From an optimization exercise on the open Yosys and OpenROAD flow, aimed at small area, a short achievable clock period and few clock cycles; shortcuts taken in it are not production practice. RTL that was checked went through simulation tests only; none was proved equivalent to the original. No functional check of the RTL was part of run 1. Power figures rest on the tool's default switching activity, not on a simulated workload.

==> flow/design.v (outline; a module is shown in full before it is edited, if it fits) <==
// module conv_line_buffer: 32 lines
// module conv2d_stream: 7860 lines
// module hold_mux: 12 lines
// module hold_mux1: 8 lines
// module booth_sel: 9 lines
// module booth_xq: 7 lines
// module csa_fa: 10 lines
// module csa_ha: 9 lines
module conv2d_stream
#(
  parameter int IMG_W  = 28,
  parameter int IMG_H  = 28,
  parameter int K      = 3,
  parameter int N_FILT = 4,
  parameter int PIX_W  = cnn_pkg::CNN_PIX_W,
  parameter int WT_W   = 8,
  parameter int OUT_W  = 16,
  parameter int SHIFT  = 4
) (
  input  logic                         clk,
  input  logic                         reset,
  input  logic                         in_valid,
  output logic                         in_ready,
  input  logic [PIX_W-1:0]             in_pix,
  input  logic                         wt_we,
  input  logic [((N_FILT*K*K > 1) ? $clog2(N_FILT*K*K) : 1)-1:0] wt_addr,
  input  logic [WT_W-1:0]              wt_data,
  output logic                         out_valid,
  input  logic                         out_ready,
  output logic [N_FILT*OUT_W-1:0]      out_data,
  output logic                         busy,
  output logic                         frame_done
);
  // ...
==> flow/run.sh <==
#!/bin/bash
# synth_recipe.tcl (not shown) runs the flow's synth.tcl, then flattens the netlist and writes it again
# the make line also repeats each setting of config.mk as NAME=value (left out here)
make -C /OpenROAD-flow-scripts/flow DESIGN_CONFIG=/design/flow/config.mk WORK_HOME=/design/flow/orfs CLKGATE_MAP_FILE= SYNTH_SCRIPT=/design/flow/synth_recipe.tcl finish
==> flow/config.mk <==
export PLATFORM = sky130hd
export DESIGN_NAME = conv2d_stream
export DESIGN_NICKNAME = conv2d_stream
export VERILOG_FILES = /design/flow/design.v
export SDC_FILE = /design/flow/constraint.sdc
export NUM_CORES = 4
export LEC_CHECK = 0
export CAP_MARGIN = 20
export CORE_MARGIN = 2
export CORE_UTILIZATION = 55
export SETUP_SLACK_MARGIN = 5
export SLEW_MARGIN = 20
export SYNTH_HIERARCHICAL = 1
==> flow/constraint.sdc <==
create_clock -name core_clock -period 9.0 [get_ports {clk}]
set_input_delay 1.8000 -clock core_clock [delete_from_list [all_inputs] [get_ports {clk}]]
set_output_delay 1.8000 -clock core_clock [all_outputs]
set_load 0.01 [all_outputs]
==> results_dict.tcl, run 1 <==
set metrics [dict create \
    synthMuxAreaShare 0.0806 \
    grt_max_degree 147 \
    final_common_cell "fa_1" \
    synth_top_family_by_area "adder cells" \
    io_pins 95 \
    met3_wirelength_um 30900 \
    die_area_sq_um 175000 \
    syn_area_per_cell_sq_um 14.0 \
    critPathKind "reg -> reg" \
    max_stage_delay_ns 0.58 \
    antenna_found_initial 5 \
    synth-seq-area-share 0.366 \
    endpoint_kind "flop" \
    rsz0062_at_grt "true" \
    finalSetupViolCount 0 \
    ir_drop_uv 443 \
    sw_frac_of_total 0.430 \
    start_kind "flop" \
    cp.arrival_ns 4.59 \
    routed_wl_um 309000 \
    yosys_warnings 8 \
    diodes 4 \
    ys_top_cells_by_area "fa_1 (28%), edfxtp_1 (23%), dfxtp_1 (13%)" \
    slowest_stage "fa_1" \
    nFlopsAndLatches 1354 \
    status "timing/DRC/antenna clean" \
    cp_cell_sequence "buf_12, xnor2_1, o22ai_1, fa_1, fa_1, fa_1, fa_1, fa_1" \
    cts-htree-levels 4 \
    rr_worst_depth 8 \
    synth_compound_area_frac 0.101 \
    cp.buffers_inverters 1 \
    cts_repair_resize_count 253 \
    cp_max_fo 18 \
    slew_headroom 0.171 \
    finalMaxSlewViolations 0 \
    synth_cell_types 61 \
    largestRegisters "u_lb.sr: 464 flops, wenc_n: 432 flops" \
    highest_layer "met5" \
    dr_total_vias 61100 \
    clock-sinks 1354 \
    met1_usage 0.494 \
    p_clk_mw 6.62 \
    rows 151 \
    synth_top_area_share 0.279 \
]
==> module conv_line_buffer, before the edit <==
module conv_line_buffer
#(
  parameter int IMG_W = 28,
  parameter int PIX_W = 8
) (
  input  logic                   clk,
  input  logic                   shift_en,
  input  logic [PIX_W-1:0]       pix_in,
  output logic [7:0][PIX_W-1:0]  taps
);
  localparam int N = 2 * IMG_W + 2;
  logic [N-1:0][PIX_W-1:0] sr, sr_in;
  assign sr_in = {sr[N-2:0], pix_in};
  for (genvar k = 0; k < N; k++) begin : g_sr
    if (k == 0 || k == 1 || k == IMG_W - 1 || k == IMG_W || k == IMG_W + 1 ||
        k == 2 * IMG_W - 1 || k == 2 * IMG_W || k == 2 * IMG_W + 1) begin : g_tap
      logic [PIX_W-1:0] d;
      hold_mux #(.W(PIX_W)) u_hm (.sel(shift_en), .a(sr_in[k]), .b(sr[k]), .y(d));
      always_ff @(posedge clk) sr[k] <= d;
    end else begin : g_plain
      always_ff @(posedge clk) if (shift_en) sr[k] <= sr_in[k];
    end
  end
  assign taps[7] = sr[1];
  assign taps[6] = sr[0];
  assign taps[5] = sr[2*IMG_W+1];
  assign taps[4] = sr[2*IMG_W];
  assign taps[3] = sr[2*IMG_W-1];
  assign taps[2] = sr[IMG_W+1];
  assign taps[1] = sr[IMG_W];
  assign taps[0] = sr[IMG_W-1];
endmodule
==> run 2, diff against run 1 <==
--- a/flow/design.v
+++ b/flow/design.v
@@ -6,28 +6,19 @@
   parameter int IMG_W = 28,
   parameter int PIX_W = 8
 ) (
   input  logic                   clk,
   input  logic                   shift_en,
   input  logic [PIX_W-1:0]       pix_in,
   output logic [7:0][PIX_W-1:0]  taps
 );
-  localparam int N = 2 * IMG_W + 2;
-  logic [N-1:0][PIX_W-1:0] sr, sr_in;
-  assign sr_in = {sr[N-2:0], pix_in};
-  for (genvar k = 0; k < N; k++) begin : g_sr
-    if (k == 0 || k == 1 || k == IMG_W - 1 || k == IMG_W || k == IMG_W + 1 ||
-        k == 2 * IMG_W - 1 || k == 2 * IMG_W || k == 2 * IMG_W + 1) begin : g_tap
-      logic [PIX_W-1:0] d;
-      hold_mux #(.W(PIX_W)) u_hm (.sel(shift_en), .a(sr_in[k]), .b(sr[k]), .y(d));
-      always_ff @(posedge clk) sr[k] <= d;
-    end else begin : g_plain
-      always_ff @(posedge clk) if (shift_en) sr[k] <= sr_in[k];
-    end
+  logic [2*IMG_W+1:0][PIX_W-1:0] sr;
+  always_ff @(posedge clk) begin
+    if (shift_en) sr <= {sr[2*IMG_W:0], pix_in};
   end
   assign taps[7] = sr[1];
   assign taps[6] = sr[0];
   assign taps[5] = sr[2*IMG_W+1];
   assign taps[4] = sr[2*IMG_W];
   assign taps[3] = sr[2*IMG_W-1];
   assign taps[2] = sr[IMG_W+1];
   assign taps[1] = sr[IMG_W];
@@ -78,38 +69,36 @@
       b = wq_d[2*i];
       c = (i == 0) ? 1'b0 : wq_d[(i == 0) ? 0 : 2*i-1];
       wdat[i]     = reset || !(b ^ c);
       wdat[4 + i] = reset || !((a && !b && !c) || (!a && b && c));
       wdat[8 + i] = reset || !(a && !(b && c));
     end
     for (int k = 0; k < NW; k++) wen[k] = reset || (wq_v && wq_a == 6'(k));
   end
-  logic [NW-1:0][11:0] wenc_d;
-  for (genvar k = 0; k < NW; k++) begin : g_wenc
-    hold_mux #(.W(12)) u_hm (.sel(wen[k]), .a(wdat), .b(wenc_n[k]), .y(wenc_d[k]));
+  always_ff @(posedge clk) begin
+    for (int k = 0; k < NW; k++) begin
+      if (wen[k]) wenc_n[k] <= wdat;
+    end
   end
-  always_ff @(posedge clk) wenc_n <= wenc_d;
   logic [4:0] col, row;
   logic       v_in, h_in, l_in;    
   logic       v_2, h_2, l_2;       
   logic [7:0] pix_n, pix2_n;       
   logic       hold, en, shift, take_in, ld_head, h_new, l_new;
   assign en       = !out_valid || out_ready;
   assign in_ready = !hold && !v_2;
   assign take_in  = in_valid && in_ready;
   assign shift    = v_in && en;
   assign ld_head  = !v_in || shift;
   assign h_new    = (row >= 5'd2) && (col >= 5'd2);
   assign l_new    = (row == 5'(IMG_H - 1)) && (col == 5'(IMG_W - 1));
-  logic [7:0] pix_d;
-  hold_mux #(.W(8)) u_hm_pix (.sel(ld_head), .a(v_2 ? pix2_n : ~in_pix), .b(pix_n), .y(pix_d));
-  always_ff @(posedge clk) pix_n <= pix_d;
   always_ff @(posedge clk) begin
     if (ld_head) begin
+      pix_n <= v_2 ? pix2_n : ~in_pix;
       h_in  <= v_2 ? h_2 : h_new;
       l_in  <= v_2 ? l_2 : l_new;
     end
     if (!ld_head && take_in) begin
       pix2_n <= ~in_pix;
       h_2    <= h_new;
       l_2    <= l_new;
     end
@@ -7889,36 +7878,16 @@
       frame_done <= fin;
       if (take_in && l_new) hold <= 1'b1;
       else if (fin) hold <= 1'b0;
       if (take_in && row == '0 && col == '0) busy <= 1'b1;
       else if (fin) busy <= 1'b0;
     end
   end
 endmodule
-module hold_mux #(
-  parameter int W = 1
-) (
-  input  logic         sel,
-  input  logic [W-1:0] a,
-  input  logic [W-1:0] b,
-  output logic [W-1:0] y
-);
-  for (genvar i = 0; i < W; i++) begin : g_bit
-    hold_mux1 u_m (.sel(sel), .a(a[i]), .b(b[i]), .y(y[i]));
-  end
-endmodule
-module hold_mux1 (
-  input  logic sel,
-  input  logic a,
-  input  logic b,
-  output logic y
-);
-  assign y = sel ? a : b;
-endmodule
 module booth_sel (
   input  logic sa_n,
   input  logic a_n,
   input  logic sb_n,
   input  logic b_n,
   output logic y
 );
   assign y = !((sa_n || a_n) && (sb_n || b_n));
==> flow/config.mk (replaced) <==
export PLATFORM = sky130hd
export DESIGN_NAME = conv2d_stream
export DESIGN_NICKNAME = conv2d_stream
export VERILOG_FILES = /design/flow/design.v
export SDC_FILE = /design/flow/constraint.sdc
export NUM_CORES = 4
export LEC_CHECK = 0
export CAP_MARGIN = 20
export CORE_MARGIN = 2
export CORE_UTILIZATION = 45
export SETUP_SLACK_MARGIN = 5
export SLEW_MARGIN = 20
export SYNTH_HIERARCHICAL = 1
==> run 2 against run 1 <==
Still clean on timing, DRC and antenna. Maximum frequency is 0.72% lower. Via count shrank 1.7%. Routed wire length increased by 3.6%. Critical endpoint is now bb_f2[25].
==> results_dict.tcl, run 2 <==
set metrics [dict create \
    status "timing/DRC/antenna clean" \
    cp.buffers_inverters 1 \
    finalSetupViolCount 0 \
    cts-buffers-inserted 157 \
    drc 0 \
    syn_area_per_cell_sq_um 14.6 \
    cts-htree-levels 4 \
    syn_to_final_growth_pct 16.2 \
    crit_top_cell "fa_1" \
    endpoint_kind "flop" \
    p_leak_nw 39.0 \
    rr_worst_depth 8 \
    syn-num-nets 7830 \
    drv_cap 0 \
    clock_path_buffers 3 \
    gr-usage-all-layers 0.304 \
    syn-instance-count 6290 \
    port_buffers 94 \
    cp_cell_sequence "buf_4, xnor2_2, o22ai_1, fa_1, fa_2, fa_1, fa_1, fa_1" \
    dr_total_vias 60000 \
    final_common_cell "fa_1" \
    max_freq_ghz 0.247 \
    p_total_mw 34.7 \
    r2r_start "u_lb.sr[456]" \
    clk_pin_slew_ns 0.06 \
    io_pins 95 \
    path_depth 8 \
    drt_iter0_drc 8875 \
    cts_tree "yes" \
    ir_drop_uv 544 \
    highest_layer "met5" \
    fin_nets 8472 \
    fin_crit_sh 0.449 \
    synth_top_area_share 0.404 \
    gp_congestion 1.02 \
    routed_wl_um 320000 \
    rsz0062_at_grt "true" \
    yosys_most_used_dff "edfxtp_1" \
    die_y_um 456 \
    drive_above_1_share 0.140 \
    regToRegEndpoint "bb_f2[25]" \
    cp.arrival_ns 4.64 \
    coreArea_sq_um 203000 \
    final.setup_skew_ns 0.0583 \
    dp_hpwl_um 240000 \
    fin_crit_ns 4.04 \
    async_flop_share 0 \
    syn-cell-area_sq_um 92000 \
    synth-seq-area-share 0.429 \
    fillCellCount 16800 \
    largestRegisters "u_lb.sr: 464 flops, wenc_n: 432 flops" \
    clock-sinks 1354 \
    p_per_area_nw_per_um2 325 \
    die_area_sq_um 208000 \
    r2r_slack_ns 4.96 \
    hold_violations 0 \
    multi_input_area_sq_um 52500 \
    viasPerCell 6.16 \
    rows 165 \
    start_kind "flop" \
    largest_register_ffs 464 \
    synth_most_common_cell "fa_1" \
    met3_wirelength_um 33500 \
    ant_nets 0 \
    antenna_found_initial 20 \
    path_delay_family "adder cells" \
    cp_max_fo 8 \
    max_stage_delay_ns 0.65 \
    slowest_stage "fa_1" \
    yosys_warnings 8 \
    grt_pass1_wl_um 440000 \
    start_util 0.454 \
    wl_met2_um 139000 \
    crit_path_end "bb_f2[25]" \
    largest_register "u_lb.sr" \
    firstDrtPassIters 6 \
    tightest_slew_ns 1.19 \
    grt_max_degree 121 \
    crit_path_start "u_lb.sr[456]" \
    holdCritPathClass "reg -> reg" \
    synth_edf_count 1238 \
    synthTopCellsByCount "fa_1 (1312), o22ai_1 (1297), edfxtp_1 (1238), xnor2_1 (1222), inv_1 (252)" \
    cts_root_buffer "clkbuf_16" \
    final_cell_mix "fa_1 (1253), edfxtp_1 (1238), o22ai_1 (1225), xnor2_1 (1122), buf_4 (380)" \
    wl_met1_um 129000 \
    finalMaxSlewViolations 0 \
    clk_latency_ns 0.86 \
    cp.required_ns 9.59 \
    ys_top_cells_by_area "edfxtp_1 (40%), fa_1 (29%), xnor2_1 (12%)" \
    synth_area_leader_cell "edfxtp_1" \
    synth_cell_types 72 \
    overflow 0 \
    grt_pass1_vias 59000 \
    fin_setup_tns_ns 0 \
    routedWlPerCell_um 32.9 \
    die_w_um 456 \
    critPathKind "reg -> reg" \
    slew_headroom 0.206 \
    seqCellArea_sq_um 39500 \
    ys_seq_elements 1354 \
]
## run 2: changes by cell type in the layout (fill, tap and decap cells not counted), moves of 16 or more
cell	previous run	this run
dfxtp_4	66	0
buf_4	71	380
dfxtp_2	115	1
o22ai_1	1266	1225
clkinv_1	9	25
fa_1	1303	1253
nor2_1	68	90
dfxtp_1	439	115
xnor2_2	0	99
mux2_4	504	0
o22ai_2	30	72
xnor2_1	1223	1122
edfxtp_1	734	1238
fa_2	9	59
## run 2: how the worst min path moves through the flow
stage	start	end	slack (ns)	cells past startpoint
after floorplan	zr_f0[8]	bb_f0[60]	0.39	0
after global placement	zr_f1[10]	bb_f1[63]	0.39	0
after detailed placement	zr_f1[10]	bb_f1[63]	0.39	0
after CTS	u_lb.sr[85]	u_lb.sr[93]	0.38	0
after global routing	u_lb.sr[85]	u_lb.sr[93]	0.40	0
final	u_lb.sr[255]	u_lb.sr[263]	0.40	0
## run 2: per-stage QoR
step | setup slack, ns | utilization | hold slack [ns] | std cells | instance area, sq um
after global placement | 3.78 | 0.476 | 0.390 | 9072 | 96600
after CTS | 4.97 | 0.512 | 0.384 | 9529 | 104000
final | 4.96 | 0.527 | 0.397 | 9744 | 107000
after detailed placement | 3.72 | 0.476 | 0.389 | 9072 | 96600
after global routing | 4.92 | 0.527 | 0.398 | 9740 | 107000
after floorplan | 0.893 | - | 0.386 | 6290 | 92000
## run 2: repair_timing
action,in CTS,in global routing
pin swaps,2,7
cloned,2,0
buffers inserted,162,209
hold buffers,0,0
setup endpoints to repair,599,176
resized for setup,77,264
## run 2: area by class of cell
type                            count  share of cell area
Multi-Input combinational cell   4606               0.491
Clock buffer                      197              0.0394
Antenna cell                        6            0.000140
Clock inverter                     96              0.0107
Timing Repair Buffer              561              0.0489
Sequential cell                  1354               0.369
Tap cell                         2672              0.0313
Inverter                          252             0.00892
## run 2: kinds of logic after synthesis
| family | Yosys count | synth area share |
|---|---|---|
| AO/OA/AOI/OAI | 1514 | 0.104 |
| multiplexers | 4 | 0.000449 |
| flip-flops | 1354 | 0.429 |
| buffers and inverters | 331 | 0.0161 |
| XOR/XNOR | 1256 | 0.120 |
| AND/OR/NAND/NOR | 318 | 0.0174 |
| adder cells (fa/ha/maj) | 1513 | 0.313 |
## run 2: report_power, final
group	total (mW)	switching (mW)	internal [mW]
clock	6.57	2.87	3.70
sequential	10.0	0.813	9.20
combinational	18.1	10.1	8.03
total	34.7	13.8	20.9
## run 2: routing by layer
metal	GRT usage	vias up
met5	0	-
met4	0.143	6
met3	0.0692	682
met2	0.446	3551
met1	0.429	31100
li1	-	24700
## run 2: per-module statistics from Yosys, one instance, submodules excluded, a selection
module / area, sq um / cells / flops+latches / times used
booth_sel: 6.26 / 1 / 0 / 1296
booth_xq: 8.76 / 1 / 0 / 1152
conv2d_stream: 34400 / 2054 / 890 / 1
csa_fa: 20.0 / 1 / 0 / 1232
csa_ha: 12.5 / 1 / 0 / 28
Testbench counts of run 2, summed over its fixed seeds: cycles 18,896.
==> run 3, diff against run 2 <==
--- a/flow/config.mk
+++ b/flow/config.mk
@@ -9,3 +9,3 @@
 export CORE_MARGIN = 2
-export CORE_UTILIZATION = 45
+export CORE_UTILIZATION = 65
 export SETUP_SLACK_MARGIN = 5
==> run 3 against run 2 <==
Routed wire length is 3.5% lower. Power is 1.1% lower. Global-route usage is 12 points higher. Die area is 31% lower. Critical endpoint is now bb_f0[36]. Largest cell class unchanged.
==> results_dict.tcl, run 3 <==
set metrics [dict create \
    synth_top_area_share 0.404 \
    grt_pass1_vias 61100 \
    tightest_slew_ns 1.17 \
    endpoint_kind "flop" \
    p_per_area_nw_per_um2 326 \
    clk_latency_ns 0.81 \
    syn_area_per_cell_sq_um 14.6 \
    dr_total_vias 62000 \
    rsz0062_at_grt "true" \
    finalSetupViolCount 0 \
    drt_iter0_drc 10300 \
    dp_hpwl_um 226000 \
    max_freq_ghz 0.246 \
    status "timing/DRC/antenna clean" \
    clk_pin_slew_ns 0.06 \
    cp.required_ns 9.52 \
    yosys_warnings 8 \
    largestRegisters "u_lb.sr: 464 flops, wenc_n: 432 flops" \
    hold_violations 0 \
    drc 0 \
    finalMaxSlewViolations 0 \
    holdCritPathClass "reg -> reg" \
    min_from "u_lb.sr[75]" \
    fin_crit_ns 4.06 \
    synth_edf_count 1238 \
    async_flop_share 0 \
    final_cell_mix "edfxtp_1 (1238), fa_1 (1223), o22ai_1 (1220), xnor2_1 (1127), buf_4 (320)" \
    antenna_found_initial 10 \
    power.switching_mw 13.7 \
    routedWlPerCell_um 34.8 \
    cp_max_fo 17 \
    syn-cell-area_sq_um 92000 \
    dp_cells 8282 \
    die_w_um 380 \
    slew_headroom 0.220 \
    sw_frac_of_total 0.400 \
    clock-sinks 1354 \
    intPower_mw 20.6 \
    synth_cell_types 72 \
    ir_drop_uv 982 \
    cts_tree "yes" \
    routed_wl_um 309000 \
    drv_cap 0 \
    r2r_start "u_lb.sr[230]" \
    combPwrFrac 0.532 \
    io_pins 95 \
    ys_seq_elements 1354 \
    synth-seq-area-share 0.429 \
    fin_setup_tns_ns 0 \
    die_area_sq_um 145000 \
    ys_top_cells_by_area "edfxtp_1 (40%), fa_1 (29%), xnor2_1 (12%)" \
    cts-buffers-inserted 145 \
    fin_crit_sh 0.451 \
    cts_root_buffer "clkbuf_16" \
    fillCellCount 8625 \
    syn_to_final_growth_pct 14.6 \
    gr-usage-all-layers 0.425 \
    gp_congestion 1.05 \
    coreArea_sq_um 141000 \
    rows 138 \
    overflow 0 \
    pwr-share-seq 0.293 \
    ant_nets 0 \
    synthTopCellsByCount "fa_1 (1312), o22ai_1 (1297), edfxtp_1 (1238), xnor2_1 (1222), inv_1 (252)" \
    final_common_cell "edfxtp_1" \
    final.setup_skew_ns 0.0403 \
    cp.arrival_ns 4.58 \
    p_clk_frac 0.175 \
    critPathKind "reg -> reg" \
    clock_path_buffers 3 \
    p_leak_nw 38.6 \
    crit_path_start "u_lb.sr[230]" \
    grt_pass1_wl_um 429000 \
    start_kind "flop" \
    drive_above_1_share 0.139 \
    cts-htree-levels 4 \
    firstDrtPassIters 8 \
    synth_area_leader_cell "edfxtp_1" \
    largest_register "u_lb.sr" \
    die_y_um 380 \
    largest_register_ffs 464 \
    final_cells 8896 \
    grt_max_degree 159 \
    start_util 0.652 \
    synth_most_common_cell "fa_1" \
    yosys_most_used_dff "edfxtp_1" \
    syn-num-nets 7830 \
    port_buffers 94 \
    fin_nets 8424 \
    viasPerCell 6.97 \
    syn-instance-count 6290 \
]
run 3: final cells by class:
cell class	count	area [sq um]	share of cell area
Tap cell	1890	2360	0.0224
Clock inverter	79	823	0.00781
Antenna cell	4	10.0	0.0000950
Timing Repair Buffer	523	5180	0.0491
Sequential cell	1354	39500	0.375
Inverter	252	950	0.00901
Clock buffer	186	3950	0.0374
Multi-Input combinational cell	4607	52600	0.499
Timing Repair inverter	1	5.00	0.0000475
run 3: per-stage QoR:
stage                     hold WS (ns)  power, mW  cell area (sq um)  setup WS, ns  utilization
after global placement           0.389       26.5              95500          4.08        0.677
after global routing             0.409       36.6             105000          4.87        0.747
after detailed placement         0.389       27.4              95500          4.01        0.677
after CTS                        0.394       33.7             102000          4.98        0.726
after floorplan                  0.386       21.8              92000         0.893            -
final                            0.402       34.4             105000          4.94        0.747
run 3: per-module statistics from Yosys, one instance, submodules excluded, a selection:
| module | flops+latches | times used | area (sq um) |
|---|---|---|---|
| conv2d_stream | 890 | 1 | 34400 |
| csa_ha | 0 | 28 | 12.5 |
| booth_sel | 0 | 1296 | 6.26 |
| booth_xq | 0 | 1152 | 8.76 |
| csa_fa | 0 | 1232 | 20.0 |
run 3: kinds of logic after synthesis:
kind of cell,count (synthesis),share of synthesized area
adders and majority gates,1513,0.313
muxes,4,0.000449
buffers and inverters,331,0.0161
and+or+nand+nor,318,0.0174
AOI/OAI and AO/OA,1514,0.104
DFF,1354,0.429
xor gates and xnor gates,1256,0.120
run 3: final timing paths:
path / cells after the start / slack (ns) / to
min reg2reg: 0 / 0.40 / u_lb.sr[83]
min: 0 / 0.40 / u_lb.sr[83]
max reg2reg: 8 / 4.94 / bb_f0[36]
max: 8 / 4.94 / bb_f0[36]
run 3: power groups by stage:
stage	clock network, mW	logic, mW	registers (mW)
global route	6.30	20.1	10.2
detailed placement	0	17.1	10.2
floorplan	0	11.7	10.0
finish	6.02	18.3	10.1
global placement	0	16.3	10.2
CTS	6.07	17.6	10.1
run 3: critical path, cell delays in order (launching register included):
cell and delay, ns:
edfxtp_1 0.34, buf_6 0.37, xnor2_1 0.18, o22ai_1 0.32, fa_1 0.56, fa_1 0.57, fa_1 0.45, fa_1 0.56
fa_1 0.44
run 3: per-layer routing:
layer / vias to the layer above / wire length [um] / GRT usage
met5: - / 22 / 0
li1: 24600 / - / -
met3: 1155 / 46000 / 0.125
met1: 31100 / 107000 / 0.581
met2: 5207 / 133000 / 0.614
met4: 4 / 22600 / 0.242
run 3: timing repair:
action | 4_1_cts | 5_1_grt
cloned | 1 | 2
setup endpoints to repair | 514 | 428
hold buffers | 0 | 0
buffers inserted | 185 | 157
pin swaps | 3 | 22
gates resized for setup | 90 | 285
==> run 4, diff against run 3 <==
--- a/flow/config.mk
+++ b/flow/config.mk
@@ -7,5 +7,6 @@
 export LEC_CHECK = 0
+export ABC_AREA = 1
 export CAP_MARGIN = 20
 export CORE_MARGIN = 2
-export CORE_UTILIZATION = 65
+export CORE_UTILIZATION = 55
 export SETUP_SLACK_MARGIN = 5
==> run 4 against run 3 <==
Largest power group unchanged. Die area rose by 68%. Register-to-register slack got worse by 0.05 ns. Flip-flop and latch count unchanged. Hold slack worse by 0.0055 ns. Power is 1.4% lower. Largest cell class unchanged. Critical endpoint is now bb_f2[15]. Highest routed layer is now met4. Maximum frequency is 1.3% lower. Via count grew 67%. Critical path type unchanged. Synthesized cell count rose to 3.1 times the previous value. Clock power up 16%. Sequential share of layout area decreased by 11 points. Non-clock buffer count rose by 39. Still clean.
==> results_dict.tcl, run 4 <==
set metrics [dict create \
    fillCellCount 21600 \
    syn_area_per_cell_sq_um 6.82 \
    gp_congestion 0.995 \
    ys_seq_elements 1354 \
    largest_register_ffs 464 \
    synth_edf_count 1238 \
    async_flop_share 0 \
    final_cells 23200 \
    coreArea_sq_um 237000 \
    slowest_stage "fa_2" \
    dr_total_vias 103000 \
    critPathKind "reg -> reg" \
    drt_iter0_drc 11500 \
    synth_cell_types 40 \
    ant_nets 0 \
    tightest_slew_ns 1.14 \
    ir_drop_uv 518 \
    yosys_most_used_dff "edfxtp_1" \
    drv_cap 0 \
    largestRegisters "u_lb.sr: 464 flops, wenc_n: 432 flops" \
    synthTopCellsByCount "inv_1 (7913), nand2_1 (7786), fa_1 (1312), edfxtp_1 (1238), ha_1 (201)" \
    cts-buffers-inserted 161 \
    die_area_sq_um 242000 \
    p_leak_nw 108 \
    grt_pass1_wl_um 610000 \
    synth_top_area_share 0.284 \
    port_buffers 94 \
    cp.buffers_inverters 5 \
    status "timing/DRC/antenna clean" \
    cts_tree "yes" \
    grt_pass1_vias 92200 \
    fin_crit_ns 4.11 \
    drive_above_1_share 0.0536 \
    cp_max_fo 8 \
    postCtsHoldBufs 0 \
    routedWlPerCell_um 18.7 \
    ys_top_cells_by_area "edfxtp_1 (28%), inv_1 (23%), nand2_1 (22%)" \
    whs_ns 0.397 \
    die_y_um 492 \
    finalSetupViolCount 0 \
    io_pins 95 \
    holdCritPathClass "reg -> reg" \
    crit_top_cell "fa_2" \
    rows 179 \
    cp.arrival_ns 4.68 \
    drc 0 \
    cts-htree-levels 4 \
    clk_pin_slew_ns 0.06 \
    routed_wl_um 433000 \
    synth-seq-area-share 0.301 \
    slew_headroom 0.242 \
    largest_register "u_lb.sr" \
    final_cell_mix "inv_1 (7906), nand2_1 (7745), edfxtp_1 (1238), fa_1 (1075), fa_2 (237)" \
    path_delay_family "adder cells" \
    start_util 0.552 \
    final_common_cell "inv_1" \
    syn-num-nets 20800 \
    firstDrtPassIters 6 \
    syn_to_final_growth_pct 13.0 \
    cp_cell_sequence "buf_12, buf_12, clkbuf_16, inv_1, nand2_1, nand2_1, inv_1, nand2_1, nand2_2, fa_2, fa_2, fa_2, fa_2, fa_2" \
    fin_nets 21400 \
    syn-instance-count 19200 \
    synth_most_common_cell "inv_1" \
    rsz0062_at_grt "true" \
    yosys_warnings 8 \
    max_stage_delay_ns 0.66 \
    max_freq_ghz 0.243 \
    start_kind "flop" \
    cp.required_ns 9.57 \
    final.setup_skew_ns 0.0407 \
    clk_latency_ns 0.86 \
    grt_max_degree 169 \
    syn-cell-area_sq_um 131000 \
    cts_root_buffer "clkbuf_16" \
    gr-usage-all-layers 0.350 \
    endpoint_kind "flop" \
    die_w_um 492 \
    clock_path_buffers 3 \
    synth_area_leader_cell "edfxtp_1" \
    overflow 0 \
    fin_crit_sh 0.457 \
    p_per_area_nw_per_um2 229 \
    viasPerCell 4.46 \
    hold_violations 0 \
    antenna_found_initial 36 \
    dp_cells 22500 \
    clock-sinks 1354 \
    dp_hpwl_um 322000 \
    finalMaxSlewViolations 0 \
]
[run 4: cell type report]
type	instances	area, sq um	share of cell area
Antenna cell	11	27.5	0.000186
Clock buffer	199	4280	0.0289
Clock inverter	99	1340	0.00907
Inverter	7915	29700	0.201
Multi-Input combinational cell	9874	62200	0.420
Sequential cell	1354	39500	0.267
Tap cell	3167	3960	0.0267
Timing Repair Buffer	562	7120	0.0480
[run 4: per-stage QoR]
stage | power, mW | util | setup TNS (ns) | setup slack, ns | cell area [sq um]
after floorplan | 21.2 | - | -2799.78 | -3.88 | 131000
after global placement | 26.3 | 0.575 | 0 | 4.08 | 136000
after detailed placement | 26.5 | 0.575 | 0 | 4.01 | 137000
after CTS | 33.6 | 0.609 | 0 | 4.93 | 145000
after global routing | 36.4 | 0.624 | 0 | 4.85 | 148000
final | 33.9 | 0.624 | 0 | 4.89 | 148000
[run 4: kinds of logic (layout without fill, tap and decap cells)]
logic type | after synthesis | count (layout) | synth area share
AOI/OAI and AO/OA | 172 | 172 | 0.00727
xor gates and xnor gates | 81 | 81 | 0.00541
adders and majority gates | 1513 | 1513 | 0.220
buffers and inverters | 7989 | 8775 | 0.231
DFF | 1354 | 1354 | 0.301
other | 0 | 11 | 0
and+or+nand+nor | 8107 | 8108 | 0.236
[run 4: Yosys stat by module (local to each module, per instance), a selection]
| module | area, sq um | times used | flip-flops and latches |
|---|---|---|---|
| csa_fa | 20.0 | 1232 | 0 |
| conv2d_stream | 36000 | 1 | 890 |
| booth_xq | 18.8 | 1152 | 0 |
| booth_sel | 26.3 | 1296 | 0 |
| csa_ha | 12.5 | 28 | 0 |
[run 4: metal layers]
metal	track usage	wire length, um	vias up
li1	-	-	53100
met1	0.490	182000	46200
met2	0.551	192000	3493
met3	0.0491	38500	674
met4	0.140	21300	0
met5	0	0	-
[run 4: final timing paths]
check | from | endpoint | slack [ns] | depth (start not counted)
setup / recovery | u_lb.sr[1] | bb_f2[15] | 4.89 | 14
hold / removal | u_lb.sr[82] | u_lb.sr[90] | 0.40 | 0
setup reg to reg | u_lb.sr[1] | bb_f2[15] | 4.89 | 14
hold reg to reg | u_lb.sr[82] | u_lb.sr[90] | 0.40 | 0
[run 4: repair_timing]
action,CTS,global route
resized for setup,80,379
setup buffers,186,148
pin swaps,1,115
setup endpoints to repair,364,315
gates cloned,1,14
[run 4: power by group]
group          internal (mW)  total [mW]  switching (mW)
Sequential              8.80        9.43           0.633
Combinational           6.80        17.4            10.6
Clock                   4.02        7.00            2.98
==> run 5, diff against run 4 <==
--- a/flow/config.mk
+++ b/flow/config.mk
@@ -7,3 +7,2 @@
 export LEC_CHECK = 0
-export ABC_AREA = 1
 export CAP_MARGIN = 20
==> run 5 against run 4 <==
Sequential share of layout area up 11 points. Routed wire length down 27%. First-iteration DRC count down 23%. Critical path type unchanged. Count of clock-buffer cells in the layout down 17. Synthesized cell count down 67%. Power up 1.2%. Critical endpoint is now bb_f3[46]. Maximum frequency up 2.2%. Die area down 30%.
==> results_dict.tcl, run 5 <==
set metrics [dict create \
    die_y_um 413 \
    final.setup_skew_ns 0.0474 \
    synth-xor-area-share 0.120 \
    wl_met2_um 139000 \
    syn_area_per_cell_sq_um 14.6 \
    synth_fa_ha_area_frac 0.313 \
    clock-sinks 1354 \
    critPathKind "reg -> reg" \
    synth_top_area_share 0.404 \
    drc 0 \
    synth_most_common_cell "fa_1" \
    syn_to_final_growth_pct 14.8 \
    antenna_found_initial 14 \
    clock_path_buffers 3 \
    hold_path_end "u_lb.sr[90]" \
    syn-cell-area_sq_um 92000 \
    synth_compound_area_frac 0.104 \
    gr-usage-all-layers 0.374 \
    drt_iter0_drc 8796 \
    synth_edf_count 1238 \
    firstDrtPassIters 8 \
    grt_max_degree 190 \
    slew_headroom 0.196 \
    fin_crit_sh 0.447 \
    viasPerCell 6.58 \
    endpoint_kind "flop" \
    p_leak_nw 38.7 \
    p_clk_frac 0.184 \
    grt_pass1_vias 60100 \
    die_w_um 413 \
    dp_hpwl_um 238000 \
    rsz0062_at_grt "true" \
    met3_wirelength_um 37100 \
    fillCellCount 12500 \
    start_util 0.552 \
    async_flop_share 0 \
    largestRegisters "u_lb.sr: 464 flops, wenc_n: 432 flops" \
    cp.required_ns 9.56 \
    dp_cells 8600 \
    drive_above_1_share 0.124 \
    port_buffers 94 \
    rr_worst_depth 8 \
    clk_latency_ns 0.85 \
    holdCritPathClass "reg -> reg" \
    grt_pass1_wl_um 440000 \
    yosys_warnings 8 \
    power.switching_mw 13.5 \
    regToRegEndpoint "bb_f3[46]" \
    seqCellArea_sq_um 39500 \
    ys_top_cells_by_area "edfxtp_1 (40%), fa_1 (29%), xnor2_1 (12%)" \
    status "timing/DRC/antenna clean" \
    synth_cell_types 72 \
    largest_register_ffs 464 \
    syn-num-nets 7830 \
    ys_seq_elements 1354 \
    max_freq_ghz 0.248 \
    cts_tree "yes" \
    coreArea_sq_um 167000 \
    routed_wl_um 317000 \
    gp_congestion 1.07 \
    fin_setup_tns_ns 0 \
    dr_total_vias 60700 \
    largest_register "u_lb.sr" \
    tightest_slew_ns 1.21 \
    yosys_most_used_dff "edfxtp_1" \
    wl_met1_um 120000 \
    synth_area_leader_cell "edfxtp_1" \
    r2r_slack_ns 4.97 \
    multi_input_area_sq_um 52000 \
    clk_pin_slew_ns 0.06 \
    rows 150 \
    synth-simple-area-share 0.0174 \
    cts-buffers-inserted 152 \
    io_pins 95 \
    ant_nets 0 \
    cp.arrival_ns 4.59 \
    overflow 0 \
    p_per_area_nw_per_um2 325 \
    combPwrFrac 0.523 \
    fin_nets 8443 \
    intPower_mw 20.7 \
    cts-htree-levels 4 \
    routedWlPerCell_um 34.4 \
    finalSetupViolCount 0 \
    r2r_start "u_lb.sr[6]" \
    postCtsHoldBufs 0 \
    synth_top_family_by_area "adder cells" \
    synthMuxAreaShare 0.000449 \
    syn-instance-count 6290 \
    fin_crit_ns 4.03 \
    finalMaxSlewViolations 0 \
    sw_frac_of_total 0.395 \
    pwr-share-seq 0.293 \
    start_kind "flop" \
    hold_violations 0 \
    die_area_sq_um 171000 \
    cp_max_fo 8 \
    synth-seq-area-share 0.429 \
    highest_layer "met5" \
    final_cell_mix "o22ai_1 (1274), fa_1 (1274), edfxtp_1 (1238), xnor2_1 (1139), buf_4 (347)" \
    min_from "u_lb.sr[82]" \
    cts_root_buffer "clkbuf_16" \
    ir_drop_uv 614 \
    final_cells 9234 \
    synthTopCellsByCount "fa_1 (1312), o22ai_1 (1297), edfxtp_1 (1238), xnor2_1 (1222), inv_1 (252)" \
    hold_path_depth 0 \
    drv_cap 0 \
]
==> run 5: cell count changes in the layout (fill, tap and decap cells not counted), moves of 115 or more <==
cell	delta
nand2_1	-7681
inv_1	-7656
o22ai_1	+1274
xnor2_1	+1116
fa_1	+199
fa_2	-199
buf_4	+115
==> run 5: kinds of logic (layout without fill, tap and decap cells) <==
group,count (synthesis),after routing
xor+xnor,1256,1256
simple gates,318,319
buf+inv,331,1067
other cells,0,3
fa+ha+maj,1513,1513
compound gates,1514,1514
flops,1354,1354
mux,4,4
==> run 5: stage by stage <==
stage	area, sq um	worst slack (ns)	utilization	total power, mW	hold slack (ns)
after floorplan	92000	0.893	-	21.8	0.386
after global placement	95900	4.30	0.576	27.1	0.387
after detailed placement	95900	4.25	0.576	27.6	0.389
after CTS	103000	5.00	0.617	34.1	0.391
after global routing	106000	4.92	0.634	36.8	0.408
final	106000	4.97	0.634	34.3	0.393
==> run 5: worst max-delay path: stages, from the launching register on <==
cell and delay [ns]:
edfxtp_1 0.45, buf_4 0.26, xnor2_1 0.20, o22ai_2 0.33, fa_1 0.53, fa_1 0.57, fa_1 0.43, fa_1 0.54
fa_1 0.41
==> run 5: power by group through the flow <==
stage / combinational, mW / sequential, mW / clock [mW]
3_3_place_gp: 16.9 / 10.2 / 0
6_report: 17.9 / 10.1 / 6.30
3_5_place_dp: 17.3 / 10.3 / 0
2_1_floorplan: 11.7 / 10.0 / 0
5_1_grt: 20.0 / 10.2 / 6.65
4_1_cts: 17.5 / 10.1 / 6.41
==> run 5: area by class of cell <==
| cell class | instances | area share |
|---|---|---|
| Multi-Input combinational cell | 4606 | 0.493 |
| Sequential cell | 1354 | 0.374 |
| Timing Repair Buffer | 537 | 0.0503 |
| Clock buffer | 182 | 0.0377 |
| Tap cell | 2204 | 0.0261 |
| Clock inverter | 96 | 0.00999 |
| Inverter | 252 | 0.00899 |
| Antenna cell | 3 | 0.0000711 |
==> run 5: worst max path at each step <==
stage | start | endpoint | slack, ns | cells past startpoint
CTS | u_lb.sr[440] | bb_f0[15] | 5.00 | 8
global route | wenc_n[69] | xr_f0[8] | 4.92 | 14
detailed placement | out_ready | bb_f0[63] | 4.25 | 5
floorplan | out_ready | bb_f0[0] | 0.89 | 3
finish | u_lb.sr[6] | bb_f3[46] | 4.97 | 8
global placement | out_ready | bb_f0[63] | 4.30 | 5
==> run 5: repair_timing <==
| item | in CTS | in global routing |
|---|---|---|
| resized for setup | 66 | 177 |
| gates cloned | 0 | 1 |
| setup endpoints to repair | 220 | 247 |
| pin swaps | 0 | 9 |
| setup buffers | 176 | 174 |
==> run 5: metal layers <==
metal  GRT usage  vias up
li1            -    24700
met1       0.516    31100
met2       0.555     4117
met3      0.0861      844
met4       0.201        2
met5           0        -
==> run 5: per-module statistics from Yosys, one instance, submodules excluded, a selection <==
module / cell area, sq um / times used / cells
conv2d_stream: 34400 / 1 / 2054
csa_fa: 20.0 / 1232 / 1
csa_ha: 12.5 / 28 / 1
booth_xq: 8.76 / 1152 / 1
booth_sel: 6.26 / 1296 / 1

separate check: timing with driven ports:
The flow's constraints put no driver on any port. The routed layouts listed below were extracted and timed again, unchanged, in two steps.
Step 1 assumes that a clkbuf_16 drives the clock port and a buf_2 every other input.
Step 2 adds t to the input delays and takes it off the output delays; t is the mean of the earliest and latest rising clock arrival at the registers after step 1. Input paths then give back, and output paths get back, about the clock's delay inside the block.
Three values: no drivers, after step 1, after step 2; two values: the first two.
| run | t (ns) | slack for setup (ns) | hold slack, ns | latest minus earliest clock arrival (ns) | slew at the worst register clock pin (ns) |
|---|---|---|---|---|---|
| run 1 | 0.923 | 4.985 / 4.985 / 4.421 | 0.399 / 0.399 / 0.399 | 0.055 / 0.055 | 0.07 / 0.07 |
| run 2 | 0.917 | 4.955 / 4.955 / 4.162 | 0.397 / 0.397 / 0.397 | 0.062 / 0.062 | 0.07 / 0.07 |
| run 3 | 0.873 | 4.941 / 4.941 / 4.194 | 0.402 / 0.402 / 0.402 | 0.043 / 0.044 | 0.07 / 0.07 |
| run 4 | 0.933 | 4.888 / 4.888 / 4.098 | 0.397 / 0.397 / 0.397 | 0.042 / 0.042 | 0.08 / 0.08 |
| run 5 | 0.915 | 4.975 / 4.975 / 4.290 | 0.393 / 0.393 / 0.393 | 0.051 / 0.051 | 0.07 / 0.07 |
After both steps every run listed still meets setup and hold. The setup slack of run 2, which loses most, moves by 0.000 ns with the drivers and by -0.793 ns with both steps.
